From an optimization exercise on the open Yosys and OpenROAD flow, aimed at small area; shortcuts taken in it are not production practice.
RTL that was checked went through simulation tests only; none was proved equivalent to the original.
Function not checked in runs 1 to 3: the RTL went through the layout flow alone.
Power and IR drop assume default switching activity.

===== flow/config.mk =====
export PLATFORM = sky130hd
export DESIGN_NAME = pool_core_mc
export DESIGN_NICKNAME = pool_core_mc
export VERILOG_FILES = /design/flow/design.v
export SDC_FILE = /design/flow/constraint.sdc
export NUM_CORES = 4
export LEC_CHECK = 0
export ABC_AREA = 1
export CAP_MARGIN = 20
export CORE_MARGIN = 2
export CORE_UTILIZATION = 40
export SLEW_MARGIN = 20

===== flow/constraint.sdc =====
create_clock -name core_clock -period 6.5 [get_ports {clk}]
set_input_delay 1.3000 -clock core_clock [delete_from_list [all_inputs] [get_ports {clk}]]
set_output_delay 1.3000 -clock core_clock [all_outputs]
set_load 0.01 [all_outputs]

===== flow/design.v =====
package pool_pkg;
    typedef enum logic [0:0] {
        POOL_MAX = 1'b0,
        POOL_AVG = 1'b1
    } pool_mode_t;
endpackage
import pool_pkg::*;
module pool_sum9
(
    input  logic [71:0] win,
    output logic [11:0] usum
);
    logic [7:0] u [9];
    for (genvar gi = 0; gi < 9; gi++) begin : g_u
        assign u[gi] = win[gi*8 +: 8] ^ 8'h80;
    end
    logic s1;
    logic s2;
    logic s3;
    logic s4;
    logic s5;
    logic s6;
    logic s7;
    logic s8;
    logic s9;
    logic s10;
    logic s11;
    logic s12;
    logic s13;
    logic s14;
    logic s15;
    logic s16;
    logic s17;
    logic s18;
    logic s19;
    logic s20;
    logic s21;
    logic s22;
    logic s23;
    logic s24;
    logic s25;
    logic s26;
    logic s27;
    logic s28;
    logic s29;
    logic s30;
    logic s31;
    logic s32;
    logic s33;
    logic s34;
    logic s35;
    logic s36;
    logic s37;
    logic s38;
    logic s39;
    logic s40;
    logic s41;
    logic s42;
    logic s43;
    logic s44;
    logic s45;
    logic s46;
    logic s47;
    logic s48;
    logic s49;
    logic s50;
    logic s51;
    logic s52;
    logic s53;
    logic s54;
    logic s55;
    logic s56;
    logic s57;
    logic s58;
    logic s59;
    logic s60;
    logic s61;
    logic s62;
    logic s63;
    logic s64;
    logic s65;
    logic s66;
    logic s67;
    logic s68;
    logic s69;
    logic s70;
    logic s71;
    logic s72;
    logic s73;
    logic s74;
    logic s75;
    logic s76;
    logic s77;
    logic s78;
    logic s79;
    logic s80;
    logic s81;
    logic s82;
    logic s83;
    logic s84;
    logic s85;
    logic s86;
    logic s87;
    logic s88;
    logic s89;
    logic s90;
    logic s91;
    logic s92;
    logic s93;
    logic s94;
    logic s95;
    logic s96;
    logic s97;
    logic s98;
    logic s99;
    logic s100;
    logic s101;
    logic s102;
    logic s103;
    logic s104;
    logic s105;
    logic s106;
    logic s107;
    logic s108;
    logic s109;
    logic s110;
    logic s111;
    logic s112;
    logic s113;
    logic s114;
    logic s115;
    logic s116;
    logic s117;
    logic s118;
    logic s119;
    logic s120;
    logic s121;
    logic s122;
    logic s123;
    logic s124;
    logic s125;
    logic s126;
    logic s127;
    logic s128;
    assign s1 = u[0][0] ^ u[1][0] ^ u[2][0];
    assign s2 = (u[0][0] & u[1][0]) | (u[0][0] & u[2][0]) | (u[1][0] & u[2][0]);
    assign s3 = u[3][0] ^ u[4][0] ^ u[5][0];
    assign s4 = (u[3][0] & u[4][0]) | (u[3][0] & u[5][0]) | (u[4][0] & u[5][0]);
    assign s5 = u[6][0] ^ u[7][0] ^ u[8][0];
    assign s6 = (u[6][0] & u[7][0]) | (u[6][0] & u[8][0]) | (u[7][0] & u[8][0]);
    assign s7 = s1 ^ s3 ^ s5;
    assign s8 = (s1 & s3) | (s1 & s5) | (s3 & s5);
    assign s9 = u[0][1] ^ u[1][1] ^ u[2][1];
    assign s10 = (u[0][1] & u[1][1]) | (u[0][1] & u[2][1]) | (u[1][1] & u[2][1]);
    assign s11 = u[3][1] ^ u[4][1] ^ u[5][1];
    assign s12 = (u[3][1] & u[4][1]) | (u[3][1] & u[5][1]) | (u[4][1] & u[5][1]);
    assign s13 = u[6][1] ^ u[7][1] ^ u[8][1];
    assign s14 = (u[6][1] & u[7][1]) | (u[6][1] & u[8][1]) | (u[7][1] & u[8][1]);
    assign s15 = s2 ^ s4 ^ s6;
    assign s16 = (s2 & s4) | (s2 & s6) | (s4 & s6);
    assign s17 = s9 ^ s11 ^ s13;
    assign s18 = (s9 & s11) | (s9 & s13) | (s11 & s13);
    assign s19 = s8 ^ s15 ^ s17;
    assign s20 = (s8 & s15) | (s8 & s17) | (s15 & s17);
    assign s21 = u[0][2] ^ u[1][2] ^ u[2][2];
    assign s22 = (u[0][2] & u[1][2]) | (u[0][2] & u[2][2]) | (u[1][2] & u[2][2]);
    assign s23 = u[3][2] ^ u[4][2] ^ u[5][2];
    assign s24 = (u[3][2] & u[4][2]) | (u[3][2] & u[5][2]) | (u[4][2] & u[5][2]);
    assign s25 = u[6][2] ^ u[7][2] ^ u[8][2];
    assign s26 = (u[6][2] & u[7][2]) | (u[6][2] & u[8][2]) | (u[7][2] & u[8][2]);
    assign s27 = s10 ^ s12 ^ s14;
    assign s28 = (s10 & s12) | (s10 & s14) | (s12 & s14);
    assign s29 = s21 ^ s23 ^ s25;
    assign s30 = (s21 & s23) | (s21 & s25) | (s23 & s25);
    assign s31 = s16 ^ s18 ^ s27;
    assign s32 = (s16 & s18) | (s16 & s27) | (s18 & s27);
    assign s33 = s29 ^ s20 ^ s31;
    assign s34 = (s29 & s20) | (s29 & s31) | (s20 & s31);
    assign s35 = u[0][3] ^ u[1][3] ^ u[2][3];
    assign s36 = (u[0][3] & u[1][3]) | (u[0][3] & u[2][3]) | (u[1][3] & u[2][3]);
    assign s37 = u[3][3] ^ u[4][3] ^ u[5][3];
    assign s38 = (u[3][3] & u[4][3]) | (u[3][3] & u[5][3]) | (u[4][3] & u[5][3]);
    assign s39 = u[6][3] ^ u[7][3] ^ u[8][3];
    assign s40 = (u[6][3] & u[7][3]) | (u[6][3] & u[8][3]) | (u[7][3] & u[8][3]);
    assign s41 = s22 ^ s24 ^ s26;
    assign s42 = (s22 & s24) | (s22 & s26) | (s24 & s26);
    assign s43 = s35 ^ s37 ^ s39;
    assign s44 = (s35 & s37) | (s35 & s39) | (s37 & s39);
    assign s45 = s28 ^ s30 ^ s41;
    assign s46 = (s28 & s30) | (s28 & s41) | (s30 & s41);
    assign s47 = s43 ^ s32 ^ s45;
    assign s48 = (s43 & s32) | (s43 & s45) | (s32 & s45);
    assign s49 = s34 ^ s47;
    assign s50 = s34 & s47;
    assign s51 = u[0][4] ^ u[1][4] ^ u[2][4];
    assign s52 = (u[0][4] & u[1][4]) | (u[0][4] & u[2][4]) | (u[1][4] & u[2][4]);
    assign s53 = u[3][4] ^ u[4][4] ^ u[5][4];
    assign s54 = (u[3][4] & u[4][4]) | (u[3][4] & u[5][4]) | (u[4][4] & u[5][4]);
    assign s55 = u[6][4] ^ u[7][4] ^ u[8][4];
    assign s56 = (u[6][4] & u[7][4]) | (u[6][4] & u[8][4]) | (u[7][4] & u[8][4]);
    assign s57 = s36 ^ s38 ^ s40;
    assign s58 = (s36 & s38) | (s36 & s40) | (s38 & s40);
    assign s59 = s51 ^ s53 ^ s55;
    assign s60 = (s51 & s53) | (s51 & s55) | (s53 & s55);
    assign s61 = s42 ^ s44 ^ s57;
    assign s62 = (s42 & s44) | (s42 & s57) | (s44 & s57);
    assign s63 = s59 ^ s46 ^ s61;
    assign s64 = (s59 & s46) | (s59 & s61) | (s46 & s61);
    assign s65 = s48 ^ s63 ^ s50;
    assign s66 = (s48 & s63) | (s48 & s50) | (s63 & s50);
    assign s67 = u[0][5] ^ u[1][5] ^ u[2][5];
    assign s68 = (u[0][5] & u[1][5]) | (u[0][5] & u[2][5]) | (u[1][5] & u[2][5]);
    assign s69 = u[3][5] ^ u[4][5] ^ u[5][5];
    assign s70 = (u[3][5] & u[4][5]) | (u[3][5] & u[5][5]) | (u[4][5] & u[5][5]);
    assign s71 = u[6][5] ^ u[7][5] ^ u[8][5];
    assign s72 = (u[6][5] & u[7][5]) | (u[6][5] & u[8][5]) | (u[7][5] & u[8][5]);
    assign s73 = s52 ^ s54 ^ s56;
    assign s74 = (s52 & s54) | (s52 & s56) | (s54 & s56);
    assign s75 = s67 ^ s69 ^ s71;
    assign s76 = (s67 & s69) | (s67 & s71) | (s69 & s71);
    assign s77 = s58 ^ s60 ^ s73;
    assign s78 = (s58 & s60) | (s58 & s73) | (s60 & s73);
    assign s79 = s75 ^ s62 ^ s77;
    assign s80 = (s75 & s62) | (s75 & s77) | (s62 & s77);
    assign s81 = s64 ^ s79 ^ s66;
    assign s82 = (s64 & s79) | (s64 & s66) | (s79 & s66);
    assign s83 = u[0][6] ^ u[1][6] ^ u[2][6];
    assign s84 = (u[0][6] & u[1][6]) | (u[0][6] & u[2][6]) | (u[1][6] & u[2][6]);
    assign s85 = u[3][6] ^ u[4][6] ^ u[5][6];
    assign s86 = (u[3][6] & u[4][6]) | (u[3][6] & u[5][6]) | (u[4][6] & u[5][6]);
    assign s87 = u[6][6] ^ u[7][6] ^ u[8][6];
    assign s88 = (u[6][6] & u[7][6]) | (u[6][6] & u[8][6]) | (u[7][6] & u[8][6]);
    assign s89 = s68 ^ s70 ^ s72;
    assign s90 = (s68 & s70) | (s68 & s72) | (s70 & s72);
    assign s91 = s83 ^ s85 ^ s87;
    assign s92 = (s83 & s85) | (s83 & s87) | (s85 & s87);
    assign s93 = s74 ^ s76 ^ s89;
    assign s94 = (s74 & s76) | (s74 & s89) | (s76 & s89);
    assign s95 = s91 ^ s78 ^ s93;
    assign s96 = (s91 & s78) | (s91 & s93) | (s78 & s93);
    assign s97 = s80 ^ s95 ^ s82;
    assign s98 = (s80 & s95) | (s80 & s82) | (s95 & s82);
    assign s99 = u[0][7] ^ u[1][7] ^ u[2][7];
    assign s100 = (u[0][7] & u[1][7]) | (u[0][7] & u[2][7]) | (u[1][7] & u[2][7]);
    assign s101 = u[3][7] ^ u[4][7] ^ u[5][7];
    assign s102 = (u[3][7] & u[4][7]) | (u[3][7] & u[5][7]) | (u[4][7] & u[5][7]);
    assign s103 = u[6][7] ^ u[7][7] ^ u[8][7];
    assign s104 = (u[6][7] & u[7][7]) | (u[6][7] & u[8][7]) | (u[7][7] & u[8][7]);
    assign s105 = s84 ^ s86 ^ s88;
    assign s106 = (s84 & s86) | (s84 & s88) | (s86 & s88);
    assign s107 = s99 ^ s101 ^ s103;
    assign s108 = (s99 & s101) | (s99 & s103) | (s101 & s103);
    assign s109 = s90 ^ s92 ^ s105;
    assign s110 = (s90 & s92) | (s90 & s105) | (s92 & s105);
    assign s111 = s107 ^ s94 ^ s109;
    assign s112 = (s107 & s94) | (s107 & s109) | (s94 & s109);
    assign s113 = s96 ^ s111 ^ s98;
    assign s114 = (s96 & s111) | (s96 & s98) | (s111 & s98);
    assign s115 = s100 ^ s102 ^ s104;
    assign s116 = (s100 & s102) | (s100 & s104) | (s102 & s104);
    assign s117 = s106 ^ s108 ^ s115;
    assign s118 = (s106 & s108) | (s106 & s115) | (s108 & s115);
    assign s119 = s110 ^ s117 ^ s112;
    assign s120 = (s110 & s117) | (s110 & s112) | (s117 & s112);
    assign s121 = s119 ^ s114;
    assign s122 = s119 & s114;
    assign s123 = s116 ^ s118 ^ s120;
    assign s124 = (s116 & s118) | (s116 & s120) | (s118 & s120);
    assign s125 = s123 ^ s122;
    assign s126 = s123 & s122;
    assign s127 = s124 ^ s126;
    assign s128 = s124 & s126;
    assign usum[0] = s7;
    assign usum[1] = s19;
    assign usum[2] = s33;
    assign usum[3] = s49;
    assign usum[4] = s65;
    assign usum[5] = s81;
    assign usum[6] = s97;
    assign usum[7] = s113;
    assign usum[8] = s121;
    assign usum[9] = s125;
    assign usum[10] = s127;
    assign usum[11] = s128;
endmodule
module pool_lane_a
(
    input  logic        mode,
    input  logic [71:0] win,
    output logic [11:0] word
);
    localparam int DATA_WIDTH = 8;
    localparam int N          = 9;
    logic [7:0] u [N];
    for (genvar gi = 0; gi < N; gi++) begin : g_u
        assign u[gi] = win[gi*DATA_WIDTH +: DATA_WIDTH] ^ 8'h80;
    end
    logic [7:0] mx;
    always_comb begin
        logic [N-1:0] alive;
        alive = '1;
        for (int b = 7; b >= 0; b--) begin
            mx[b] = 1'b0;
            for (int i = 0; i < N; i++) mx[b] = mx[b] | (alive[i] & u[i][b]);
            for (int i = 0; i < N; i++) alive[i] = alive[i] & (u[i][b] | ~mx[b]);
        end
    end
    logic [11:0] usum;
    pool_sum9 u_sum (
        .win  (win),
        .usum (usum)
    );
    assign word = {usum[11:8], (mode == POOL_AVG) ? usum[7:0] : mx};
endmodule
module pool_lane_b
(
    input  logic        mode,
    input  logic [11:0] word,
    output logic [7:0]  result
);
    logic [13:0] w7;
    logic [9:0]  ql;
    logic [7:0]  avg;
    assign w7  = {word, 3'b000} - 14'(word);
    assign ql  = 10'(w7[7:0]) + 10'(w7[13:6]) + 10'd34;
    assign avg = {w7[13:8] + 6'(ql[9:8]), ql[7:6]};
    assign result = (mode == POOL_AVG) ? {~avg[7], avg[6:0]} : {~word[7], word[6:0]};
endmodule
import pool_pkg::*;
module pool_core_mc
#(
    parameter int DATA_WIDTH  = 8,
    parameter int WIN_H       = 3,
    parameter int WIN_W       = 3,
    parameter int CH_NUM      = 4,
    parameter int RECIP_SHIFT = 16
) (
    input  logic                                     clk,
    input  logic                                     reset,
    input  logic                                     din_vld,
    output logic                                     din_rdy,
    input  logic                                     din_mode,
    input  logic [CH_NUM*WIN_H*WIN_W*DATA_WIDTH-1:0] din,
    output logic                                     dout_vld,
    input  logic                                     dout_rdy,
    output logic [CH_NUM*DATA_WIDTH-1:0]             dout
);
    localparam int N     = WIN_H * WIN_W;
    localparam int DEPTH = 5;
    localparam int OW    = CH_NUM * DATA_WIDTH;
    logic                    en;
    logic [DEPTH-1:0]        vld_reg;
    logic                    mode_reg;
    logic [CH_NUM*12-1:0]    word, word_reg;
    logic [OW-1:0]           res;
    logic [DEPTH-2:0][OW-1:0] data_reg;
    assign en       = !vld_reg[DEPTH-1] || dout_rdy;
    assign din_rdy  = en;
    assign dout_vld = vld_reg[DEPTH-1];
    always_ff @(posedge clk or posedge reset) begin
        if (reset) begin
            vld_reg <= '0;
        end else if (en) begin
            vld_reg <= {vld_reg[DEPTH-2:0], din_vld};
        end
    end
    genvar gi;
    for (gi = 0; gi < CH_NUM; gi++) begin : g_lane
        pool_lane_a u_a (
            .mode (din_mode),
            .win  (din[gi*N*DATA_WIDTH +: N*DATA_WIDTH]),
            .word (word[gi*12 +: 12])
        );
        pool_lane_b u_b (
            .mode   (mode_reg),
            .word   (word_reg[gi*12 +: 12]),
            .result (res[gi*DATA_WIDTH +: DATA_WIDTH])
        );
    end
    always_ff @(posedge clk) begin
        if (en) begin
            mode_reg    <= din_mode;
            word_reg    <= word;
            data_reg[0] <= res;
            for (int i = 1; i < DEPTH-1; i++) begin
                data_reg[i] <= data_reg[i-1];
            end
        end
    end
    assign dout = data_reg[DEPTH-2];
endmodule

===== flow/flow/run.sh =====
#!/bin/bash
# The standard ORFS layout, with these changes to how it is built:
#  - synthesis is the standard synthesis script (synth_recipe.tcl and the
#    ORFS synth.tcl it sources), run hierarchically, with three changes made
#    to a copy of ORFS's synth.tcl: ABC maps the combinational logic with
#    flow/abc_map.script (area-recovering mapping under a delay target),
#    except in module pool_lane_a (the first stage's maximum and word
#    select), mapped with flow/abc_map_a.script (the same with a looser
#    delay target), and module pool_lane_b (the second pipeline stage's
#    arithmetic, which has a whole clock cycle), mapped with
#    flow/abc_map_b.script (area mapping);
#    full/half adders are extracted only in the adder network module
#    pool_sum9; and yosys's synth skips its early "abc -fast" (SYNTH_ARGS
#    -noabc) so that extraction sees the adder network as written. Registers
#    are untouched; the design is flattened and renamed as synth_recipe.tcl does;
#  - the port buffers that global placement inserts on every input and output
#    are the small sky130_fd_sc_hd__buf_1 instead of the tool's default pick;
set -euo pipefail
work=$PWD
sed -e 's#^source $::env(SCRIPTS_DIR)/synth_preamble.tcl#&\nset abc_args [lreplace $abc_args 1 1 '"$work"'/flow/abc_map.script]#' \
    -e 's#^  extract_fa {\*}\[dont_use_extract_fa_args\]#& pool_sum9#' \
    -e 's#^  log_cmd abc {\*}$abc_args$#  log_cmd abc {*}[lreplace $abc_args 1 1 '"$work"'/flow/abc_map_a.script] pool_lane_a\n  log_cmd abc {*}[lreplace $abc_args 1 1 '"$work"'/flow/abc_map_b.script] pool_lane_b\n&#' \
    "$FLOW_HOME/scripts/synth.tcl" > "$work/own_synth_orfs.tcl"
grep -q 'extract_fa {\*}\[dont_use_extract_fa_args\] pool_sum9' "$work/own_synth_orfs.tcl"
grep -q 'abc_map.script' "$work/own_synth_orfs.tcl"
grep -q 'abc_map_b.script\] pool_lane_b' "$work/own_synth_orfs.tcl"
grep -q 'abc_map_a.script\] pool_lane_a' "$work/own_synth_orfs.tcl"
sed "s#source \$::env(SCRIPTS_DIR)/synth.tcl#source $work/own_synth_orfs.tcl#" \
    "$work/synth_recipe.tcl" > "$work/own_synth.tcl"
grep -q own_synth_orfs.tcl "$work/own_synth.tcl"
export BUFFER_PORTS_ARGS="-buffer_cell sky130_fd_sc_hd__buf_1"
export REMOVE_ABC_BUFFERS=1
export CTS_ARGS="-sink_clustering_enable -repair_clock_nets -dont_use_dummy_load -sink_clustering_size 10 -buf_list {sky130_fd_sc_hd__clkbuf_4 sky130_fd_sc_hd__clkbuf_8}"
bash standard.sh "SYNTH_SCRIPT=$work/own_synth.tcl" SYNTH_HIERARCHICAL=1 SYNTH_ARGS=-noabc GPL_TIMING_DRIVEN=0 finish > standard_flow.log 2>&1

===== flow/flow/abc_map.script =====
strash
dch
map -D 3000
topo
stime -c
buffer -c
upsize -c
dnsize -c

===== flow/flow/abc_map_a.script =====
strash
dch
map -D 3500
topo
stime -c
buffer -c
upsize -c
dnsize -c

===== flow/flow/abc_map_b.script =====
strash
dch
amap
topo
stime -c

===== flow/standard.sh =====
#!/bin/bash
# synth_recipe.tcl (not shown) runs the flow's synth.tcl, then flattens the netlist and writes it again
# the make line also repeats each setting of config.mk as NAME=value (left out here)
make -C /OpenROAD-flow-scripts/flow DESIGN_CONFIG=/design/flow/config.mk WORK_HOME=/design/flow/orfs CLKGATE_MAP_FILE= SYNTH_SCRIPT=/design/flow/synth_recipe.tcl "${@:-finish}"

==> flow_summary.yaml, run 1 <==
route:
  final_antenna_net_count: 0
  finalWirelength_um: 44500
  detailedRoute.firstIterationViolations: 765
  viasPerCell: 5.19
  detail_route.drc_violations: 0
  avgRoutedWirePerCell_um: 15.6
  detail_route.first_pass.iterations: 7
  dr_total_vias: 14800
clock_network:
  numCtsBuffers: 17
  htree_levels: 4
  clock_root_buffer: "clkbuf_8"
  clock_insertion_delay_worst_skew_ns: 0.45
  clock_sink_count: 182
  clock_tree.buffer_depth: 2
  clock_transition_at_the_registers_of_the_reported_paths_ns: 0.10
  cts_tree: "yes"
global_route:
  grt_max_degree: 92
  grt_overflow_total: 0
  grt_pass1_vias: 14700
  grt_first_pass_wirelength_um: 71600
  gr-usage-all-layers_pct: 18.5
  grt_antenna_before_repair: 0
yosys:
  synthDominantAreaCellType: "edfxtp_1"
  synth.cell_area_sq_um: 18400
  postSynthRegisterBits: 182
  synth.yosys.seq_area_share_pct: 29.6
  ys.flop_type: "edfxtp_1"
  async_reset_ff_share_pct: 2.75
  ys_warn_count: 11
  yosysUniqueCellTypes: 48
  post_synth_inst_count: 1950
  post_synth.cell_area_avg_sq_um: 9.44
  yosysTopAreaCellShare_pct: 28.9
  synth_enable_flop_cells: 177
  post_synth_main_area_contributors: "edfxtp_1 (29%), fa_1 (26%), nand2_1 (7.0%)"
cells_and_area:
  post_layout_util_pct: 46.5
  mostFrequentLayoutCells: "nand2_1 (341), buf_1 (315), fa_1 (240), edfxtp_1 (177), inv_1 (168)"
  final_common_cell: "nand2_1"
  number_of_flip_flops_in_the_largest_register: 128
  final-instance-count-excl-fill: 2857
  antenna_cells_inserted: 0
  fraction_of_layout_instances_using_a_drive_strength_above_1_pct: 10.9
  nNetsFinal: 2808
  area.growth.synth_to_final_pct: 14.6
  design_area_sq_um: 21100
power:
  power-per-cell-area_nw_per_um2: 450
  leakage_nw: 8.12
  power.ir.vdd_worst_v: 0.000257
sta:
  finalSetupViolations: 0
  post_route_skew_ns: 0.0461
  min_period_ns: 6.21
  rsz0062_at_grt: "true"
  tightest_slew_ns: 0.737
  slew_headroom_pct: 50.9
  timing.final.crit_share_pct: 95.6
  timing.final.max_slew_violations: 0
  timing.final.hold_violations: 0
  timing.hold.ws_ns: 0.388
  fmax_mhz: 161
  setup_tns_ns: 0
critical_path:
  startpoint_type: "input pin"
  critPathMostFrequentCell: "nand2_1"
  slowest_delay_ns: 0.37
  cp_slowest_cell: "nor3_4"
  crit_arrival_ns: 6.54
  end_kind: "flop"
  timing.critical_path.fanout_max: 10
  worst_ep_required_time_ns: 6.82
  worst-setup-path-type: "in -> reg"
outcome:
  run_status: "no timing/DRC/antenna violations"
placed_design:
  io_buffer_count: 326
  hpwlAfterDp_um: 37000
  numPlacedInstances: 2791
  dpl-instance-area_sq_um: 19800
  gp_routability_congestion: 0.906
floorplan:
  floorplan.die.height_um: 219
  initial_core_util_pct: 40.6
  die_w_um: 219
  io-pin-count: 327
  number_of_placement_rows: 78
  floorplan_die_area_sq_um: 47700
  core-area_sq_um: 45400
flow_run:
  max_cap_viols: 0
min_path:
  holdCritPathClass: "reg -> reg"
[Yosys stat by module, one instance, submodules excluded]
| module | cells inside | flip-flops and latches | cell area [sq um] |
|---|---|---|---|
| pool_core_mc | 230 | 182 | 5750 |
| pool_sum9 | 82 | 0 | 1360 |
| pool_lane_a | 202 | 0 | 1090 |
| pool_lane_b | 146 | 0 | 712 |
[layout make-up]
class | instances | area (sq um)
fillers | 4384 | 24300
well taps | 600 | 751
multi-input cells | 1423 | 12000
inverters | 265 | 1000
flip-flops and latches | 182 | 5440
clock buffers | 17 | 234
repair buffers | 370 | 1620
[worst max-delay path: cells and delay by family]
family | cells | cell delay [ns]
AO/OA/AOI/OAI | 9 | 1.62
buffers and inverters | 4 | 0.61
AND/OR/NAND/NOR | 20 | 2.98
[per-stage QoR]
step                      setup WS (ns)  total power [mW]
final                             0.285              9.48
after global routing            -0.0972              10.8
after CTS                       -0.0101              9.41
after detailed placement         -0.969              8.78
after global placement            -1.06              8.57
after floorplan                   0.583              7.31
[logic make-up after synthesis]
kind of cell    after synthesis  share of synthesized area (%)
simple gates                604                           15.3
compound gates              555                           18.9
flops                       182                           29.6
buf+inv                     353                           8.99
fa+ha+maj                   256                           27.2
[metal layers]
metal / global-route usage, % / up-vias / part of all wire (%)
met2: 31.2 / 337 / 49
met4: 3.45 / 0 / 1.2
met5: 0 / - / 0
met1: 26.0 / 7098 / 47
met3: 1.77 / 42 / 3.1
li1: - / 7353 / -
[what timing repair did]
item	CTS	global route
buffers inserted	0	41
endpoints found under the setup margin	4	8
hold buffers	0	0
cloned	0	8
pin swaps	2	32
resized for setup	7	170
[where the power goes]
| part | total, mW | switching [mW] | leakage (nW) | internal, mW |
|---|---|---|---|---|
| combinational | 6.45 | 3.97 | 6.16 | 2.48 |
| sequential | 2.47 | 0.256 | 1.84 | 2.21 |
| clock | 0.570 | 0.338 | 0.122 | 0.232 |
| total | 9.48 | 4.56 | 8.12 | 4.92 |
[cells in the mapped netlist (all sizes together), types with 20 or more instances]
library cell,instances
a21oi,146
buf,84
clkinv,92
edfxtp,177
fa,240
inv,173
nand2,345
nand3,20
nand4,20
nor2,167
nor3,32
o211ai,48
o21ai,185
o22ai,40
[worst paths after layout]
| check | startpoint | endpoint | slack (ns) | cells past startpoint |
|---|---|---|---|---|
| max | din[247] | word_reg[36] | 0.29 | 33 |
| min | data_reg[39] | data_reg[71] | 0.39 | 0 |
| max reg2reg | word_reg[37] | data_reg[31] | 0.98 | 23 |
| min reg2reg | data_reg[39] | data_reg[71] | 0.39 | 0 |
| max in group asynchronous | reset | vld_reg[1] | 5.58 | 2 |
| min in group asynchronous | reset | vld_reg[4] | 0.71 | 2 |
==> run 2, diff against run 1 <==
--- a/flow/flow/run.sh
+++ b/flow/flow/run.sh
@@ -29,6 +29,5 @@
     "$work/synth_recipe.tcl" > "$work/own_synth.tcl"
 grep -q own_synth_orfs.tcl "$work/own_synth.tcl"
 export BUFFER_PORTS_ARGS="-buffer_cell sky130_fd_sc_hd__buf_1"
-export REMOVE_ABC_BUFFERS=1
-export CTS_ARGS="-sink_clustering_enable -repair_clock_nets -dont_use_dummy_load -sink_clustering_size 10 -buf_list {sky130_fd_sc_hd__clkbuf_4 sky130_fd_sc_hd__clkbuf_8}"
-bash standard.sh "SYNTH_SCRIPT=$work/own_synth.tcl" SYNTH_HIERARCHICAL=1 SYNTH_ARGS=-noabc GPL_TIMING_DRIVEN=0 finish > standard_flow.log 2>&1
+export CTS_ARGS="-sink_clustering_enable -repair_clock_nets -dont_use_dummy_load -buf_list {sky130_fd_sc_hd__clkbuf_8}"
+bash standard.sh "SYNTH_SCRIPT=$work/own_synth.tcl" SYNTH_HIERARCHICAL=1 SYNTH_ARGS=-noabc finish > standard_flow.log 2>&1
==> run 2 against run 1 <==
Compared with the run above:
- cell count rose by 2.6%
- area after synthesis unchanged
- synthesized cell count stayed put
- final area shrank 0.20%
- utilization decreased by 0.091 points
- sequential share of layout area increased by 0.051 points
- routed wire length decreased by 0.25%
==> flow_summary.yaml, run 2 <==
critical_path:
  regToRegEndpoint: "data_reg[7]"
  crit_arrival_ns: 6.51
  timing.critical_path.fanout_max: 10
  end_kind: "flop"
  timing.reg2reg.worst_path_depth: 23
  r2r_setup_slack_ns: 0.94
  worst_setup_path_startpoint: "din[183]"
  cp_slowest_cell: "o21ai_0"
  worst_ep_required_time_ns: 6.81
  critPathMostFrequentCell: "nor3_4"
  critPathCapture: "word_reg[24]"
  startpoint_type: "input pin"
  r2r-start: "word_reg[1]"
  slowest_delay_ns: 0.38
  worst-setup-path-type: "in -> reg"
cells_and_area:
  area_taken_by_flip_flops_and_latches_sq_um: 5440
  multiInputGateArea_sq_um: 11400
  layout.filler_cells: 4362
  final-instance-count-excl-fill: 2932
  fraction_of_layout_instances_using_a_drive_strength_above_1_pct: 10.5
  mostFrequentLayoutCells: "nand2_1 (345), buf_1 (325), fa_1 (240), edfxtp_1 (177), inv_1 (168)"
  final_common_cell: "nand2_1"
  antenna_cells_inserted: 0
  design_area_sq_um: 21100
  post_layout_util_pct: 46.4
  number_of_flip_flops_in_the_largest_register: 128
  area.growth.synth_to_final_pct: 14.4
  nNetsFinal: 2883
sta:
  timing.final.max_slew_violations: 0
  rsz0062_at_grt: "true"
  tightest_slew_ns: 0.743
  final_critical_path_setup_slack_ns: 0.308
  timing.final.crit_share_pct: 95.3
  fmax_mhz: 161
  finalSetupViolations: 0
  setup_tns_ns: 0
  min_period_ns: 6.19
  post_route_skew_ns: 0.0512
  timing.final.hold_violations: 0
  slew_headroom_pct: 50.5
yosys:
  post_synth_inst_count: 1950
  yosys.cell_count.top_type: "nand2_1"
  post_synth.cell_area_avg_sq_um: 9.44
  async_reset_ff_share_pct: 2.75
  ys.flop_type: "edfxtp_1"
  synth_enable_flop_cells: 177
  post_synth_main_area_contributors: "edfxtp_1 (29%), fa_1 (26%), nand2_1 (7.0%)"
  synth.cell_area_sq_um: 18400
  yosysTopAreaCellShare_pct: 28.9
  ys_warn_count: 11
  yosysUniqueCellTypes: 48
  synthDominantAreaCellType: "edfxtp_1"
  synth_common_cells: "nand2_1 (345), fa_1 (240), edfxtp_1 (177), inv_1 (168), o21ai_0 (165)"
  synth.yosys.seq_area_share_pct: 29.6
  postSynthRegisterBits: 182
power:
  internal_power_mw: 4.91
  power.ir.vdd_worst_v: 0.000256
  leakage_nw: 8.31
  relative_contribution_of_combinational_cells_to_total_power_pct: 67.6
  sequentialPowerShare_pct: 26.4
  power.share.switching_pct: 47.7
  p_clk_share_pct: 6.1
  p_switching_mw: 4.48
  power-per-cell-area_nw_per_um2: 446
floorplan:
  die_w_um: 219
  initial_core_util_pct: 40.6
  core-area_sq_um: 45400
  number_of_placement_rows: 78
  floorplan.die.height_um: 219
  floorplan_die_area_sq_um: 47700
  io-pin-count: 327
global_route:
  grt_antenna_before_repair: 0
  gr-usage-all-layers_pct: 18.8
  grt_overflow_total: 0
  grt_max_degree: 68
  grt_pass1_vias: 14800
  grt_first_pass_wirelength_um: 72600
placed_design:
  io_buffer_count: 326
  dpl-instance-area_sq_um: 20600
  place_worst_setup_slack_ns: -0.337
  gp_routability_congestion: 0.948
  numPlacedInstances: 2907
  hpwlAfterDp_um: 38000
route:
  detail_route.first_pass.iterations: 5
  detail_route.drc_violations: 0
  detailedRoute.firstIterationViolations: 868
  avgRoutedWirePerCell_um: 15.2
  final_antenna_net_count: 0
  dr_total_vias: 15000
  viasPerCell: 5.12
  finalWirelength_um: 44400
clock_network:
  clock_sink_count: 182
  clock_insertion_delay_worst_skew_ns: 0.46
  cts_tree: "yes"
  clock_root_buffer: "clkbuf_8"
  numCtsBuffers: 17
  clock_transition_at_the_registers_of_the_reported_paths_ns: 0.10
  clock_tree.buffer_depth: 2
  htree_levels: 4
min_path:
  holdCritPathClass: "reg -> reg"
outcome:
  run_status: "no timing/DRC/antenna violations"
flow_run:
  max_cap_viols: 0
## run 2: worst min-delay path by stage
stage | startpoint | to | slack (ns) | cells past startpoint
4_1_cts | data_reg[9] | data_reg[41] | 0.40 | 0
6_report | data_reg[11] | data_reg[43] | 0.40 | 0
3_5_place_dp | data_reg[69] | data_reg[101] | 0.40 | 0
3_3_place_gp | data_reg[82] | data_reg[114] | 0.40 | 0
5_1_grt | data_reg[9] | data_reg[41] | 0.40 | 0
2_1_floorplan | data_reg[68] | data_reg[100] | 0.40 | 0
## run 2: through the flow
step / hold WS [ns] / total power [mW]
6_report: 0.395 / 9.40
5_1_grt: 0.398 / 10.7
4_1_cts: 0.398 / 9.45
3_5_place_dp: 0.405 / 8.83
3_3_place_gp: 0.401 / 8.67
2_1_floorplan: 0.400 / 8.37
## run 2: routing by layer
metal	track usage (%)	wire length [um]	vias to the layer above
li1	-	-	7480
met1	27.0	20900	7028
met2	31.0	21100	440
met3	1.92	1940	50
met4	3.54	541	0
met5	0	0	-
## run 2: cells by family after synthesis
logic type               count (synthesis)  share of synthesized area, %
AND/OR/NAND/NOR                        604                          15.3
AO/OA/AOI/OAI                          555                          18.9
buffers and inverters                  353                          8.99
adder cells (fa/ha/maj)                256                          27.2
flip-flops                             182                          29.6
## run 2: modules after synthesis, one instance, submodules excluded
module        flops+latches  copies in the design  area [sq um]  cells inside
pool_sum9                 0                     4          1360            82
pool_core_mc            182                     1          5750           230
pool_lane_b               0                     4           712           146
pool_lane_a               0                     4          1090           202
## run 2: power groups by stage
stage	clock, mW	combinational, mW	sequential (mW)
final	0.572	6.35	2.48
after global routing	0.647	7.49	2.55
after CTS	0.605	6.36	2.49
after detailed placement	0	6.32	2.51
after global placement	0	6.18	2.49
after floorplan	0	5.95	2.42
## run 2: critical path, delay by kind of cell
kind                   cells  cell delay, ns
buffers and inverters      2            0.36
AOI/OAI and AO/OA         10            2.26
and+or+nand+nor           17            2.59
## run 2: what timing repair did
item	CTS	global route
setup buffers	0	8
resized for setup	0	53
hold buffers	0	0
endpoints found under the setup margin	0	6
## run 2: final cells by class
| cell class | instances | share of cell area (%) |
|---|---|---|
| Clock buffer | 17 | 1.11 |
| Inverter | 265 | 4.75 |
| Multi-Input combinational cell | 1415 | 54.4 |
| Sequential cell | 182 | 25.8 |
| Tap cell | 600 | 3.57 |
| Timing Repair Buffer | 453 | 10.3 |
==> run 3, diff against run 2 <==
--- a/flow/flow/run.sh
+++ b/flow/flow/run.sh
@@ -29,5 +29,5 @@
     "$work/synth_recipe.tcl" > "$work/own_synth.tcl"
 grep -q own_synth_orfs.tcl "$work/own_synth.tcl"
 export BUFFER_PORTS_ARGS="-buffer_cell sky130_fd_sc_hd__buf_1"
-export CTS_ARGS="-sink_clustering_enable -repair_clock_nets -dont_use_dummy_load -buf_list {sky130_fd_sc_hd__clkbuf_8}"
+export CTS_ARGS="-sink_clustering_enable -repair_clock_nets -dont_use_dummy_load -sink_clustering_max_diameter 40 -buf_list {sky130_fd_sc_hd__clkbuf_4 sky130_fd_sc_hd__clkbuf_8}"
 bash standard.sh "SYNTH_SCRIPT=$work/own_synth.tcl" SYNTH_HIERARCHICAL=1 SYNTH_ARGS=-noabc finish > standard_flow.log 2>&1
==> run 3 against run 2 <==
Compared with the run above:
- still clean
- register-to-register slack is essentially flat
- setup slack is the same
- cell count is the same
- combinational power is essentially flat
- global-route usage is the same
- hold slack is the same
- flip-flop and latch count is the same
- clock power is essentially flat
- critical path depth is the same
- critical path type unchanged
==> flow_summary.yaml, run 3 <==
yosys:
  synthDominantAreaCellType: "edfxtp_1"
  yosys.cell_count.top_type: "nand2_1"
  synth_enable_flop_cells: 177
  ys.flop_type: "edfxtp_1"
  synth.cell_area_sq_um: 18400
  post_synth_main_area_contributors: "edfxtp_1 (29%), fa_1 (26%), nand2_1 (7.0%)"
  post_synth.cell_area_avg_sq_um: 9.44
  postSynthRegisterBits: 182
  post_synth_inst_count: 1950
  yosysTopAreaCellShare_pct: 28.9
  ys_warn_count: 11
  yosysUniqueCellTypes: 48
  async_reset_ff_share_pct: 2.75
  synth_common_cells: "nand2_1 (345), fa_1 (240), edfxtp_1 (177), inv_1 (168), o21ai_0 (165)"
  synth.yosys.seq_area_share_pct: 29.6
cells_and_area:
  fraction_of_layout_instances_using_a_drive_strength_above_1_pct: 10.5
  multiInputGateArea_sq_um: 11400
  number_of_flip_flops_in_the_largest_register: 128
  mostFrequentLayoutCells: "nand2_1 (345), buf_1 (325), fa_1 (240), edfxtp_1 (177), inv_1 (168)"
  area.growth.synth_to_final_pct: 14.4
  antenna_cells_inserted: 0
  nNetsFinal: 2883
  area_taken_by_flip_flops_and_latches_sq_um: 5440
  layout.filler_cells: 4362
  final_common_cell: "nand2_1"
global_route:
  grt_max_degree: 68
  grt_use_met1_pct: 27.0
  grt_first_pass_wirelength_um: 72600
  global_route.usage.met3_pct: 1.92
  grt_pass1_vias: 14800
  grtUsageMet2_pct: 31.0
  grt_antenna_before_repair: 0
  gr-usage-all-layers_pct: 18.8
  gr-max-usage-layer: "met2"
  grt_overflow_total: 0
critical_path:
  slowest_delay_ns: 0.38
  timing.critical_path.fanout_max: 10
  timing.reg2reg.worst_path_depth: 23
  crit_arrival_ns: 6.51
  cp_slowest_cell: "o21ai_0"
  critPathMostFrequentCell: "nor3_4"
  startpoint_type: "input pin"
  worst_ep_required_time_ns: 6.81
  end_kind: "flop"
  worst-setup-path-type: "in -> reg"
clock_network:
  clock_sink_count: 182
  clock_insertion_delay_worst_skew_ns: 0.46
  clock_transition_at_the_registers_of_the_reported_paths_ns: 0.10
  htree_levels: 4
  cts_tree: "yes"
  clock_root_buffer: "clkbuf_8"
  clock_tree.buffer_depth: 2
  numCtsBuffers: 17
  cts_hold_repair_buffers: 0
outcome:
  run_status: "no timing/DRC/antenna violations"
placed_design:
  hpwlAfterDp_um: 38000
  io_buffer_count: 326
  gp_routability_congestion: 0.948
  place_worst_setup_slack_ns: -0.337
power:
  relative_contribution_of_combinational_cells_to_total_power_pct: 67.6
  internal_power_mw: 4.91
  p_switching_mw: 4.48
  power-per-cell-area_nw_per_um2: 446
  power.total_mw: 9.40
  sequentialPowerShare_pct: 26.4
  p_clk_share_pct: 6.1
  power.share.switching_pct: 47.7
  leakage_nw: 8.31
  power.ir.vdd_worst_v: 0.000256
sta:
  fmax_mhz: 161
  final_critical_path_setup_slack_ns: 0.308
  post_route_skew_ns: 0.0512
  tightest_slew_ns: 0.743
  timing.final.crit_share_pct: 95.3
  timing.final.max_slew_violations: 0
  finalSetupViolations: 0
  rsz0062_at_grt: "true"
  min_period_ns: 6.19
  slew_headroom_pct: 50.5
  timing.final.hold_violations: 0
floorplan:
  initial_core_util_pct: 40.6
  floorplan.die.height_um: 219
  number_of_placement_rows: 78
  core-area_sq_um: 45400
  io-pin-count: 327
  floorplan_die_area_sq_um: 47700
  die_w_um: 219
min_path:
  holdCritPathClass: "reg -> reg"
  min_path_cells: 0
route:
  viasPerCell: 5.12
  dr_total_vias: 15000
  detail_route.first_pass.iterations: 5
  avgRoutedWirePerCell_um: 15.2
  detailedRoute.firstIterationViolations: 868
  finalWirelength_um: 44400
  final_antenna_net_count: 0
  detail_route.drc_violations: 0
flow_run:
  max_cap_viols: 0
run 3: cell counts in the layout (fill, tap and decap cells not counted):
Identical to the previous run, type by type.
run 3: path summary, 6_finish.rpt:
path	from	to	slack [ns]
setup / recovery	din[183]	word_reg[24]	0.31
hold / removal	data_reg[11]	data_reg[43]	0.40
setup reg to reg	word_reg[1]	data_reg[7]	0.94
hold reg to reg	data_reg[11]	data_reg[43]	0.40
max in group asynchronous	reset	vld_reg[1]	5.58
min in group asynchronous	reset	vld_reg[3]	0.73
run 3: layer usage:
metal | vias to the layer above | wire (um)
met5 | - | 0
met4 | 0 | 541
met3 | 50 | 1940
met2 | 440 | 21100
met1 | 7028 | 20900
li1 | 7480 | -
run 3: final cells by class:
cell class | count | share of cell area [%]
timing repair buffer | 453 | 10.3
clock buffer | 17 | 1.11
inverter | 265 | 4.75
sequential | 182 | 25.8
tap | 600 | 3.57
multi-input combinational | 1415 | 54.4
run 3: kinds of logic (layout without fill, tap and decap cells):
family,after synthesis,after routing,share of synthesized area [%]
simple gates,604,604,15.3
compound gates,555,555,18.9
buf+inv,353,735,8.99
fa+ha+maj,256,256,27.2
flops,182,182,29.6
run 3: what timing repair did:
| action | 4_1_cts | 5_1_grt |
|---|---|---|
| gates resized for setup | 0 | 53 |
| setup endpoints to repair | 0 | 6 |
| buffers inserted | 0 | 8 |
| hold endpoints to repair | 0 | 0 |
run 3: per-stage QoR:
step / cells / hold WS, ns / util [%] / TNS, ns / cell area, sq um
floorplan: 1950 / 0.400 / - / 0 / 18400
global placement: 2907 / 0.401 / 45.4 / -0.835 / 20600
detailed placement: 2907 / 0.405 / 45.4 / -0.752 / 20600
CTS: 2924 / 0.398 / 45.9 / 0 / 20900
global route: 2932 / 0.398 / 46.4 / -0.0797 / 21100
finish: 2932 / 0.395 / 46.4 / 0 / 21100
run 3: critical path: cells and delay by family:
family	cells	cell delay, ns
compound gates	10	2.26
simple gates	17	2.59
buf+inv	2	0.36
run 3: Yosys stat by module (local to each module, per instance):
module,times used,cells inside
pool_sum9,4,82
pool_lane_b,4,146
pool_lane_a,4,202
pool_core_mc,1,230
run 3: power groups by stage:
stage | combinational [mW] | clock (mW) | sequential (mW)
global placement | 6.18 | 0 | 2.49
global route | 7.49 | 0.647 | 2.55
CTS | 6.36 | 0.605 | 2.49
detailed placement | 6.32 | 0 | 2.51
floorplan | 5.95 | 0 | 2.42
finish | 6.35 | 0.572 | 2.48
==> run 4, diff against run 3 <==
--- a/flow/design.v
+++ b/flow/design.v
@@ -295,16 +295,24 @@
     for (genvar gi = 0; gi < N; gi++) begin : g_u
         assign u[gi] = win[gi*DATA_WIDTH +: DATA_WIDTH] ^ 8'h80;
     end
-    logic [7:0] mx;
-    always_comb begin
-        logic [N-1:0] alive;
-        alive = '1;
-        for (int b = 7; b >= 0; b--) begin
-            mx[b] = 1'b0;
-            for (int i = 0; i < N; i++) mx[b] = mx[b] | (alive[i] & u[i][b]);
-            for (int i = 0; i < N; i++) alive[i] = alive[i] & (u[i][b] | ~mx[b]);
+    function automatic logic [7:0] max3(input logic [7:0] a, input logic [7:0] b,
+                                        input logic [7:0] c);
+        logic [2:0] alive;
+        logic [7:0] m;
+        alive = 3'b111;
+        for (int k = 7; k >= 0; k--) begin
+            m[k]     = (alive[0] & a[k]) | (alive[1] & b[k]) | (alive[2] & c[k]);
+            alive[0] = alive[0] & (a[k] | ~m[k]);
+            alive[1] = alive[1] & (b[k] | ~m[k]);
+            alive[2] = alive[2] & (c[k] | ~m[k]);
         end
-    end
+        max3 = m;
+    endfunction
+    logic [7:0] m0, m1, m2, mx;
+    assign m0 = max3(u[0], u[1], u[2]);
+    assign m1 = max3(u[3], u[4], u[5]);
+    assign m2 = max3(u[6], u[7], u[8]);
+    assign mx = max3(m0, m1, m2);
     logic [11:0] usum;
     pool_sum9 u_sum (
         .win  (win),
--- a/flow/flow/run.sh
+++ b/flow/flow/run.sh
@@ -29,5 +29,5 @@
     "$work/synth_recipe.tcl" > "$work/own_synth.tcl"
 grep -q own_synth_orfs.tcl "$work/own_synth.tcl"
 export BUFFER_PORTS_ARGS="-buffer_cell sky130_fd_sc_hd__buf_1"
-export CTS_ARGS="-sink_clustering_enable -repair_clock_nets -dont_use_dummy_load -sink_clustering_max_diameter 40 -buf_list {sky130_fd_sc_hd__clkbuf_4 sky130_fd_sc_hd__clkbuf_8}"
+export CTS_ARGS="-sink_clustering_enable -repair_clock_nets -dont_use_dummy_load -buf_list {sky130_fd_sc_hd__clkbuf_4 sky130_fd_sc_hd__clkbuf_8}"
 bash standard.sh "SYNTH_SCRIPT=$work/own_synth.tcl" SYNTH_HIERARCHICAL=1 SYNTH_ARGS=-noabc finish > standard_flow.log 2>&1
==> run 4 against run 3 <==
Compared with the run above:
- still clean
- cell count grew 5.8%
- clock skew down 0.013 ns
- flip-flop and latch count is the same
- utilization down 2.4 points
- area after synthesis rose by 5.2%
- die area increased by 5.1%
- global-route usage up 0.20 points
- routed wire length increased by 5.3%
- critical path depth fell by 16
- setup slack improved by 0.43 ns
- highest routed layer unchanged
- total power up 6.4%
==> flow_summary.yaml, run 4 <==
outcome:
  run_status: "no timing/DRC/antenna violations"
route:
  final_antenna_net_count: 0
  viasPerCell: 5.11
  dr_total_vias: 15900
  finalWirelength_um: 46800
  detail_route.drc_violations: 0
  detail_route.first_pass.iterations: 5
  avgRoutedWirePerCell_um: 15.1
  detailedRoute.firstIterationViolations: 851
yosys:
  synth_enable_flop_cells: 177
  yosys.cell_count.top_type: "nand2_1"
  synth.cell_area_sq_um: 19400
  ys_warn_count: 11
  post_synth_main_area_contributors: "edfxtp_1 (27%), fa_1 (25%), nand2_1 (9.0%)"
  postSynthRegisterBits: 182
  ys.flop_type: "edfxtp_1"
  yosysUniqueCellTypes: 48
  post_synth_inst_count: 2226
  synthDominantAreaCellType: "edfxtp_1"
  yosysTopAreaCellShare_pct: 27.5
  post_synth.cell_area_avg_sq_um: 8.70
  async_reset_ff_share_pct: 2.75
  synth_common_cells: "nand2_1 (465), fa_1 (240), nor2_1 (234), edfxtp_1 (177), a21oi_1 (166)"
  synth.yosys.seq_area_share_pct: 28.1
critical_path:
  regToRegEndpoint: "data_reg[31]"
  worst-setup-path-type: "in -> reg"
  slowest_delay_ns: 0.54
  path_cells: "buf_1, fa_1, fa_1, fa_1, fa_1, ha_1, fa_1, fa_1, fa_1, fa_1, ha_1, ha_1, ha_1"
  startpoint_type: "input pin"
  critPathMostFrequentCell: "fa_1"
  timing.reg2reg.worst_path_depth: 23
  r2r-start: "word_reg[38]"
  cp_slowest_cell: "fa_1"
  worst_ep_required_time_ns: 6.67
  timing.critical_path.fanout_max: 2
  r2r_setup_slack_ns: 1.00
  crit_arrival_ns: 5.94
  end_kind: "flop"
clock_network:
  clock_insertion_delay_worst_skew_ns: 0.45
  numCtsBuffers: 17
  clock_tree.buffer_depth: 2
  cts_repair_resize_count: 0
  clock_root_buffer: "clkbuf_8"
  postCtsSetupRepairBufs: 0
  cts_tree: "yes"
  cts_hold_repair_buffers: 0
  htree_levels: 4
  clock_sink_count: 182
  clock_transition_at_the_registers_of_the_reported_paths_ns: 0.10
global_route:
  grt_max_degree: 123
  gr-usage-all-layers_pct: 19.0
  grt_antenna_before_repair: 0
  grt_overflow_total: 0
  grt_first_pass_wirelength_um: 77400
  grt_pass1_vias: 16300
cells_and_area:
  area.growth.synth_to_final_pct: 8.49
  design_area_sq_um: 21000
  number_of_flip_flops_in_the_largest_register: 128
  antenna_cells_inserted: 0
  nNetsFinal: 3039
  fraction_of_layout_instances_using_a_drive_strength_above_1_pct: 7.19
  final_common_cell: "nand2_1"
  mostFrequentLayoutCells: "nand2_1 (465), buf_1 (325), fa_1 (240), nor2_1 (234), edfxtp_1 (177)"
  final-instance-count-excl-fill: 3103
power:
  power.ir.vdd_worst_v: 0.000242
  leakage_nw: 8.41
  power-per-cell-area_nw_per_um2: 476
floorplan:
  floorplan_die_area_sq_um: 50200
  io-pin-count: 327
  core-area_sq_um: 47700
  die_w_um: 224
  number_of_placement_rows: 80
  floorplan.die.height_um: 224
  initial_core_util_pct: 40.5
placed_design:
  hpwlAfterDp_um: 40700
  gp_routability_congestion: 0.870
  io_buffer_count: 326
  place_worst_setup_slack_ns: 0.258
  numPlacedInstances: 3086
  dpl-instance-area_sq_um: 20800
sta:
  fmax_mhz: 174
  final_critical_path_setup_slack_ns: 0.737
  timing.hold.ws_ns: 0.390
  timing.final.crit_share_pct: 88.7
  post_route_skew_ns: 0.0383
  timing.final.hold_violations: 0
  min_period_ns: 5.76
  slew_headroom_pct: 44.1
  setup_tns_ns: 0
  tightest_slew_ns: 0.838
  timing.final.max_slew_violations: 0
  rsz0062_at_grt: "false"
  finalSetupViolations: 0
min_path:
  min_path_cells: 0
  hold-path-endpoint: "data_reg[95]"
  worstHoldStart: "data_reg[63]"
  holdCritPathClass: "reg -> reg"
flow_run:
  max_cap_viols: 0
[run 4: cells by family (layout without fill, tap and decap cells)]
| logic type | Yosys count | in the layout | synth area share, % |
|---|---|---|---|
| compound gates | 591 | 591 | 19.3 |
| fa+ha+maj | 256 | 256 | 25.9 |
| buf+inv | 405 | 667 | 9.40 |
| flops | 182 | 182 | 28.1 |
| simple gates | 792 | 792 | 17.3 |
[run 4: final cells by class]
type	instances	area [sq um]
timing repair buffer	329	1250
clock buffer	17	234
inverter	321	1210
tap	615	769
sequential	182	5440
fill	4685	26700
multi-input combinational	1639	12100
[run 4: worst max-delay path: cells and delay by family]
family	cells	cell delay, ns
buffers and inverters	1	0.17
adder cells (fa/ha/maj)	12	4.46
[run 4: how the worst max path moves through the flow]
| stage | start | endpoint | slack (ns) |
|---|---|---|---|
| 2_1_floorplan | din[2] | word_reg[10] | 0.46 |
| 3_3_place_gp | din[73] | word_reg[22] | 0.29 |
| 3_5_place_dp | din[218] | word_reg[46] | 0.26 |
| 4_1_cts | din[10] | word_reg[10] | 0.76 |
| 5_1_grt | word_reg[17] | data_reg[15] | 0.28 |
| 6_report | din[10] | word_reg[10] | 0.74 |
[run 4: power breakdown]
group	internal (mW)	switching (mW)	total, mW
clock	0.232	0.343	0.575
combinational	2.62	4.32	6.94
sequential	2.22	0.265	2.49
total	5.07	4.93	10.0
[run 4: routing by layer]
metal	GRT usage (%)	share of wire, %	up-vias
met2	32.7	49	361
met4	4.15	1.6	0
li1	-	-	7993
met1	25.8	46	7451
met5	0	0	-
met3	2.18	3.7	56
[run 4: per-module statistics from Yosys, one instance, submodules excluded]
| module | times used | cell area [sq um] | cells inside | flip-flops and latches |
|---|---|---|---|---|
| pool_core_mc | 1 | 5750 | 230 | 182 |
| pool_lane_a | 4 | 1330 | 271 | 0 |
| pool_lane_b | 4 | 712 | 146 | 0 |
| pool_sum9 | 4 | 1360 | 82 | 0 |
[run 4: stage by stage]
stage | utilization, % | power [mW]
global route | 44.0 | 11.3
finish | 44.0 | 10.0
detailed placement | 43.5 | 9.45
floorplan | - | 8.80
CTS | 44.0 | 10.1
global placement | 43.5 | 9.26
==> run 5, diff against run 4 <==
==> flow/flow/abc_map_a.script (replaced) <==
strash
dch
amap
topo
stime -c
==> run 5 against run 4 <==
Compared with the run above:
- first-iteration DRC count increased by 30%
- clock skew up 0.013 ns
- clock power about the same
- setup slack worse by 0.54 ns
- critical path type unchanged
- critical endpoint is now word_reg[36]
- highest routed layer unchanged
==> flow_summary.yaml, run 5 <==
outcome:
  run_status: "no timing/DRC/antenna violations"
yosys:
  synth_enable_flop_cells: 177
  ys_warn_count: 11
  ys.flop_type: "edfxtp_1"
  async_reset_ff_share_pct: 2.75
  synth_xor_area_share_pct: 0
  synth.yosys.seq_area_share_pct: 29.7
  synth.cell_area_sq_um: 18300
  synth-adder-area-share_pct: 27.3
  yosys.area_share.simple_pct: 7.89
  postSynthRegisterBits: 182
  yosysUniqueCellTypes: 34
  post_synth_inst_count: 1790
  synthDominantAreaCellType: "edfxtp_1"
  dominant_combinational_cell_family_by_area_after_synthesis: "adder cells"
  synth_compound_gate_area_share_pct: 27.1
  synth_mux_area_share_pct: 0
  synth_common_cells: "fa_1 (240), o21a_1 (232), clkinv_1 (200), edfxtp_1 (177), o21ai_0 (141)"
  post_synth_main_area_contributors: "edfxtp_1 (29%), fa_1 (26%), o21a_1 (9.5%)"
  yosys.cell_count.top_type: "fa_1"
  post_synth.cell_area_avg_sq_um: 10.2
  yosysTopAreaCellShare_pct: 29.0
global_route:
  grt_overflow_total: 0
  grt_antenna_before_repair: 0
  grt_first_pass_wirelength_um: 73300
  gr-usage-all-layers_pct: 18.9
  grt_pass1_vias: 15200
  grt_max_degree: 66
critical_path:
  startpoint_type: "input pin"
  critPathBufInv: 8
  crit_arrival_ns: 6.51
  slowest_delay_ns: 0.55
  worst-setup-path-type: "in -> reg"
  critical_path.top_delay_family: "compound AO/OA/AOI/OAI gates"
  end_kind: "flop"
  critPathMostFrequentCell: "a222oi_1"
  timing.critical_path.fanout_max: 5
  worst_ep_required_time_ns: 6.70
  cp_slowest_cell: "a222oi_1"
sta:
  timing.final.crit_share_pct: 97.0
  min_period_ns: 6.30
  timing.final.max_slew_violations: 0
  finalSetupViolations: 0
  final_critical_path_setup_slack_ns: 0.195
  timing.final.hold_violations: 0
  rsz0062_at_grt: "true"
  post_route_skew_ns: 0.0514
  tightest_slew_ns: 0.740
  slew_headroom_pct: 50.7
  fmax_mhz: 159
cells_and_area:
  multiInputGateArea_sq_um: 11400
  final_common_cell: "buf_1"
  area_taken_by_flip_flops_and_latches_sq_um: 5440
  antenna_cells_inserted: 0
  mostFrequentLayoutCells: "buf_1 (325), fa_1 (240), o21a_1 (232), clkinv_1 (200), edfxtp_1 (177)"
  number_of_flip_flops_in_the_largest_register: 128
  fraction_of_layout_instances_using_a_drive_strength_above_1_pct: 6.96
  area.growth.synth_to_final_pct: 14.2
  layout.filler_cells: 4391
  design_area_sq_um: 20900
  post_layout_util_pct: 46.2
  nNetsFinal: 2736
power:
  power-per-cell-area_nw_per_um2: 462
  leakage_nw: 7.28
  power.ir.vdd_worst_v: 0.000226
  power.total_mw: 9.66
floorplan:
  core-area_sq_um: 45300
  number_of_placement_rows: 78
  floorplan.die.height_um: 218
  floorplan_die_area_sq_um: 47500
  initial_core_util_pct: 40.4
  die_w_um: 218
  io-pin-count: 327
route:
  dr_total_vias: 14900
  viasPerCell: 5.35
  detail_route.first_pass.iterations: 7
  final_antenna_net_count: 0
  detailedRoute.firstIterationViolations: 1104
  detail_route.drc_violations: 0
  avgRoutedWirePerCell_um: 15.8
  finalWirelength_um: 44100
clock_network:
  cts_hold_repair_buffers: 0
  numCtsBuffers: 17
  clock_root_buffer: "clkbuf_8"
  cts_tree: "yes"
  clock_tree.buffer_depth: 2
  clock_sink_count: 182
  clock_transition_at_the_registers_of_the_reported_paths_ns: 0.10
  htree_levels: 4
  clock_insertion_delay_worst_skew_ns: 0.46
placed_design:
  dpl-instance-area_sq_um: 20600
  io_buffer_count: 326
  gp_routability_congestion: 0.907
  hpwlAfterDp_um: 37500
  place_worst_setup_slack_ns: -0.213
min_path:
  holdCritPathClass: "reg -> reg"
flow_run:
  max_cap_viols: 0
-- run 5: through the flow --
stage | hold slack, ns | instances | TNS [ns]
finish | 0.393 | 2785 | 0
global route | 0.397 | 2785 | -0.0439
CTS | 0.395 | 2777 | 0
detailed placement | 0.405 | 2760 | -0.351
global placement | 0.401 | 2760 | -0.0661
floorplan | 0.400 | 1790 | 0
-- run 5: modules after synthesis, one instance, submodules excluded --
module | cell area (sq um) | flops+latches | copies in the design | cells
pool_sum9 | 1360 | 0 | 4 | 82
pool_lane_b | 712 | 0 | 4 | 146
pool_core_mc | 5750 | 182 | 1 | 230
pool_lane_a | 1060 | 0 | 4 | 162
-- run 5: area by class of cell --
class	count	area share (%)
timing repair buffer	458	10.6
inverter	229	4.14
tap	600	3.59
sequential	182	26.0
multi-input combinational	1299	54.5
clock buffer	17	1.12
-- run 5: what timing repair did --
| item | in CTS | in global routing |
|---|---|---|
| resized for setup | 0 | 2 |
| endpoints found under the setup margin | 0 | 3 |
| setup buffers | 0 | 8 |
-- run 5: where the power goes --
part	internal, mW	leakage, nW	switching (mW)
clock	0.232	0.122	0.342
combinational	2.62	5.33	3.99
sequential	2.21	1.83	0.263
-- run 5: worst paths after layout --
path | from | endpoint | slack [ns] | cells after the start
min in group asynchronous | reset | vld_reg[2] | 0.74 | 2
hold reg to reg | data_reg[4] | data_reg[36] | 0.39 | 0
setup reg to reg | word_reg[38] | data_reg[31] | 0.95 | 23
hold / removal | data_reg[4] | data_reg[36] | 0.39 | 0
setup / recovery | din[239] | word_reg[36] | 0.20 | 26
max in group asynchronous | reset | vld_reg[3] | 5.59 | 2
-- run 5: cell families after synthesis --
family	after synthesis
adder cells (fa/ha/maj)	256
AND/OR/NAND/NOR	336
AO/OA/AOI/OAI	707
buffers and inverters	309
flip-flops	182
-- run 5: metal layers --
layer,vias to the layer above,GRT usage [%],wire length (um)
li1,7330,-,-
met1,7167,25.8,20100
met4,0,4.24,749
met3,46,2.08,1610
met5,-,0,0
met2,361,32.3,21600
==> run 6, diff against run 5 <==
==> flow/flow/abc_map_a.script (replaced) <==
strash
dch
amap
topo
stime -c
upsize -c
dnsize -c
==> run 6 against run 5 <==
Compared with the run above:
- total power increased by 0.25%
- clock skew shrank 0.0070 ns
- largest power group unchanged
- register-to-register slack got worse by 0.06 ns
- largest cell class unchanged
- critical endpoint is now word_reg[0]
- cell count shrank 1.5%
==> flow_summary.yaml, run 6 <==
outcome:
  run_status: "no timing/DRC/antenna violations"
cells_and_area:
  post_layout_util_pct: 45.6
  antenna_cells_inserted: 0
  area.growth.synth_to_final_pct: 12.5
  number_of_flip_flops_in_the_largest_register: 128
  multiInputGateArea_sq_um: 11400
  area_taken_by_flip_flops_and_latches_sq_um: 5440
  fraction_of_layout_instances_using_a_drive_strength_above_1_pct: 6.07
  mostFrequentLayoutCells: "buf_1 (325), fa_1 (240), o21a_1 (232), edfxtp_1 (177), nor2_1 (134)"
  final-instance-count-excl-fill: 2742
  layout.filler_cells: 4381
  nNetsFinal: 2693
  design_area_sq_um: 20600
  final_common_cell: "buf_1"
sta:
  slew_headroom_pct: 43.2
  tightest_slew_ns: 0.851
  rsz0062_at_grt: "true"
  timing.final.crit_share_pct: 95.2
  final_critical_path_setup_slack_ns: 0.311
  setup_tns_ns: 0
  post_route_skew_ns: 0.0445
  timing.final.hold_violations: 0
  fmax_mhz: 162
  timing.hold.ws_ns: 0.394
  finalSetupViolations: 0
  timing.final.max_slew_violations: 0
  min_period_ns: 6.19
route:
  viasPerCell: 5.41
  finalWirelength_um: 44200
  dr_total_vias: 14800
  avgRoutedWirePerCell_um: 16.1
  detail_route.drc_violations: 0
  detail_route.first_pass.iterations: 8
  final_antenna_net_count: 0
  detailedRoute.firstIterationViolations: 982
placed_design:
  numPlacedInstances: 2716
  place_worst_setup_slack_ns: -0.156
  gp_routability_congestion: 0.896
  hpwlAfterDp_um: 37300
  io_buffer_count: 326
  dpl-instance-area_sq_um: 20300
critical_path:
  timing.reg2reg.worst_path_depth: 23
  crit_arrival_ns: 6.50
  timing.critical_path.fanout_max: 4
  r2r-start: "word_reg[37]"
  r2r_setup_slack_ns: 0.89
  regToRegEndpoint: "data_reg[31]"
  end_kind: "flop"
  worst-setup-path-type: "in -> reg"
  worst_ep_required_time_ns: 6.81
  startpoint_type: "input pin"
min_path:
  holdCritPathClass: "reg -> reg"
  hold-path-endpoint: "data_reg[65]"
  worstHoldStart: "data_reg[33]"
  min_path_cells: 0
yosys:
  ys.flop_type: "edfxtp_1"
  synthDominantAreaCellType: "edfxtp_1"
  async_reset_ff_share_pct: 2.75
  synth_common_cells: "fa_1 (240), o21a_1 (232), edfxtp_1 (177), nor2_1 (134)"
  postSynthRegisterBits: 182
  yosysUniqueCellTypes: 37
  synth.cell_area_sq_um: 18300
  ys_warn_count: 11
  yosys.cell_count.top_type: "fa_1"
  post_synth_inst_count: 1790
  synth.yosys.seq_area_share_pct: 29.7
  post_synth_main_area_contributors: "edfxtp_1 (29%), fa_1 (26%), o21a_1 (9.5%)"
  synth_enable_flop_cells: 177
  yosysTopAreaCellShare_pct: 29.0
  post_synth.cell_area_avg_sq_um: 10.2
power:
  power.total_mw: 9.68
  power-per-cell-area_nw_per_um2: 469
  leakage_nw: 7.56
  power.ir.vdd_worst_v: 0.000288
floorplan:
  core-area_sq_um: 45300
  initial_core_util_pct: 40.5
  floorplan_die_area_sq_um: 47600
  die_w_um: 218
  io-pin-count: 327
  floorplan.die.height_um: 218
  number_of_placement_rows: 78
clock_network:
  clock_sink_count: 182
  clock_root_buffer: "clkbuf_8"
  clock_tree.buffer_depth: 2
  cts_tree: "yes"
  htree_levels: 4
  numCtsBuffers: 17
  cts_hold_repair_buffers: 0
  clock_insertion_delay_worst_skew_ns: 0.46
  clock_transition_at_the_registers_of_the_reported_paths_ns: 0.09
global_route:
  grt_overflow_total: 0
  gr-usage-all-layers_pct: 18.9
  grt_first_pass_wirelength_um: 73600
  grt_pass1_vias: 15100
  grt_antenna_before_repair: 0
  grt_max_degree: 97
flow_run:
  max_cap_viols: 0
==> run 6: cell count changes after synthesis, sizes merged <==
| cell | delta |
|---|---|
| inv | +104 |
| clkinv | -104 |
==> run 6: layout make-up <==
cell class                 count  area share [%]
multi-input combinational   1299            55.5
timing repair buffer         415            9.19
sequential                   182            26.4
tap                          600            3.64
inverter                     229            4.19
clock buffer                  17            1.13
==> run 6: critical path, stage by stage <==
cell and delay [ns]:
buf_1 0.16, inv_1 0.08, o21ai_0 0.31, a222oi_1 0.23
o21a_1 0.22, a222oi_1 0.60, o21a_1 0.21, a222oi_1 0.15
o21a_1 0.23, a222oi_1 0.60, inv_1 0.16, a222oi_1 0.58
o21a_1 0.21, a222oi_1 0.10, buf_4 0.16, o21ai_0 0.26
o22ai_1 0.11, a21oi_1 0.21, inv_2 0.06, a21o_1 0.18
a31oi_1 0.13, or2_1 0.12, o32a_1 0.14
==> run 6: kinds of logic (layout without fill, tap and decap cells) <==
logic type / after synthesis / after routing / share of synthesized area, %
adders and majority gates: 256 / 256 / 27.3
and+or+nand+nor: 336 / 336 / 8.09
DFF: 182 / 182 / 29.7
AOI/OAI and AO/OA: 707 / 707 / 27.0
buffers and inverters: 309 / 661 / 7.96
==> run 6: how the worst max path moves through the flow <==
stage | from | to | slack [ns] | depth (start not counted)
4_1_cts | din[23] | word_reg[0] | 0.32 | 22
3_5_place_dp | din[23] | word_reg[0] | -0.16 | 22
6_report | din[7] | word_reg[0] | 0.31 | 23
5_1_grt | din[7] | word_reg[0] | -0.06 | 23
2_1_floorplan | din[2] | word_reg[10] | 0.46 | 13
3_3_place_gp | din[127] | word_reg[12] | 0.05 | 24
==> run 6: where the power goes <==
part | leakage (nW) | internal [mW] | total, mW | switching (mW)
clock network | 0.122 | 0.232 | 0.576 | 0.344
registers | 1.83 | 2.21 | 2.46 | 0.252
logic | 5.60 | 2.60 | 6.65 | 4.05
total | 7.56 | 5.04 | 9.68 | 4.64
==> run 6: metal layers <==
metal  GRT usage, %  wire (um)  vias up
met5              0          0        -
met4           3.13        473        0
met3           2.13       1670       27
met2           32.3      21800      356
met1           26.5      20200     7222
li1               -          -     7234
==> run 6: timing repair <==
item                       CTS  global route
gates resized for setup      0             2
setup endpoints to repair    0             4
setup buffers                0             9
==> run 6: per-module statistics from Yosys (local to each module, per instance) <==
module | cell area (sq um) | flops+latches | cells inside | copies in the design
pool_sum9 | 1360 | 0 | 82 | 4
pool_lane_a | 1070 | 0 | 162 | 4
pool_lane_b | 712 | 0 | 146 | 4
pool_core_mc | 5750 | 182 | 230 | 1

[what the ideal ports hide]
In the flow no input, the clock included, has a driving cell. The finished layouts below were timed again as built, in two steps.
Step 1 assumes that a clkbuf_16 drives the clock port and a buf_2 every other input.
Step 2 times the ports against the registers' clock, not the clock port: input delays grow and output delays shrink by t, the midpoint of the rising clock arrivals with the driver on.
a / b / c = no drivers / after step 1 / after step 2; a / b = the first two.
run | t, ns | setup WS [ns] | hold WS [ns] | pins driven straight from the clock port
run 1 | 0.469 | 0.285 / 0.305 / -0.164 | 0.388 / 0.388 / 0.388 | 1
run 2 | 0.473 | 0.308 / 0.329 / -0.144 | 0.395 / 0.395 / 0.395 | 1
run 3 | 0.473 | 0.308 / 0.329 / -0.144 | 0.395 / 0.395 / 0.395 | 1
run 4 | 0.480 | 0.737 / 0.759 / 0.279 | 0.390 / 0.390 / 0.390 | 1
run 5 | 0.478 | 0.195 / 0.213 / -0.264 | 0.393 / 0.393 / 0.393 | 1
run 6 | 0.477 | 0.311 / 0.333 / -0.143 | 0.394 / 0.394 / 0.394 | 1
Met with ideal ports but missed after step 2: setup timing in 5 of these runs. For run 5, which loses most, drivers alone change the setup slack by +0.018 ns; drivers and shift together by -0.459 ns.
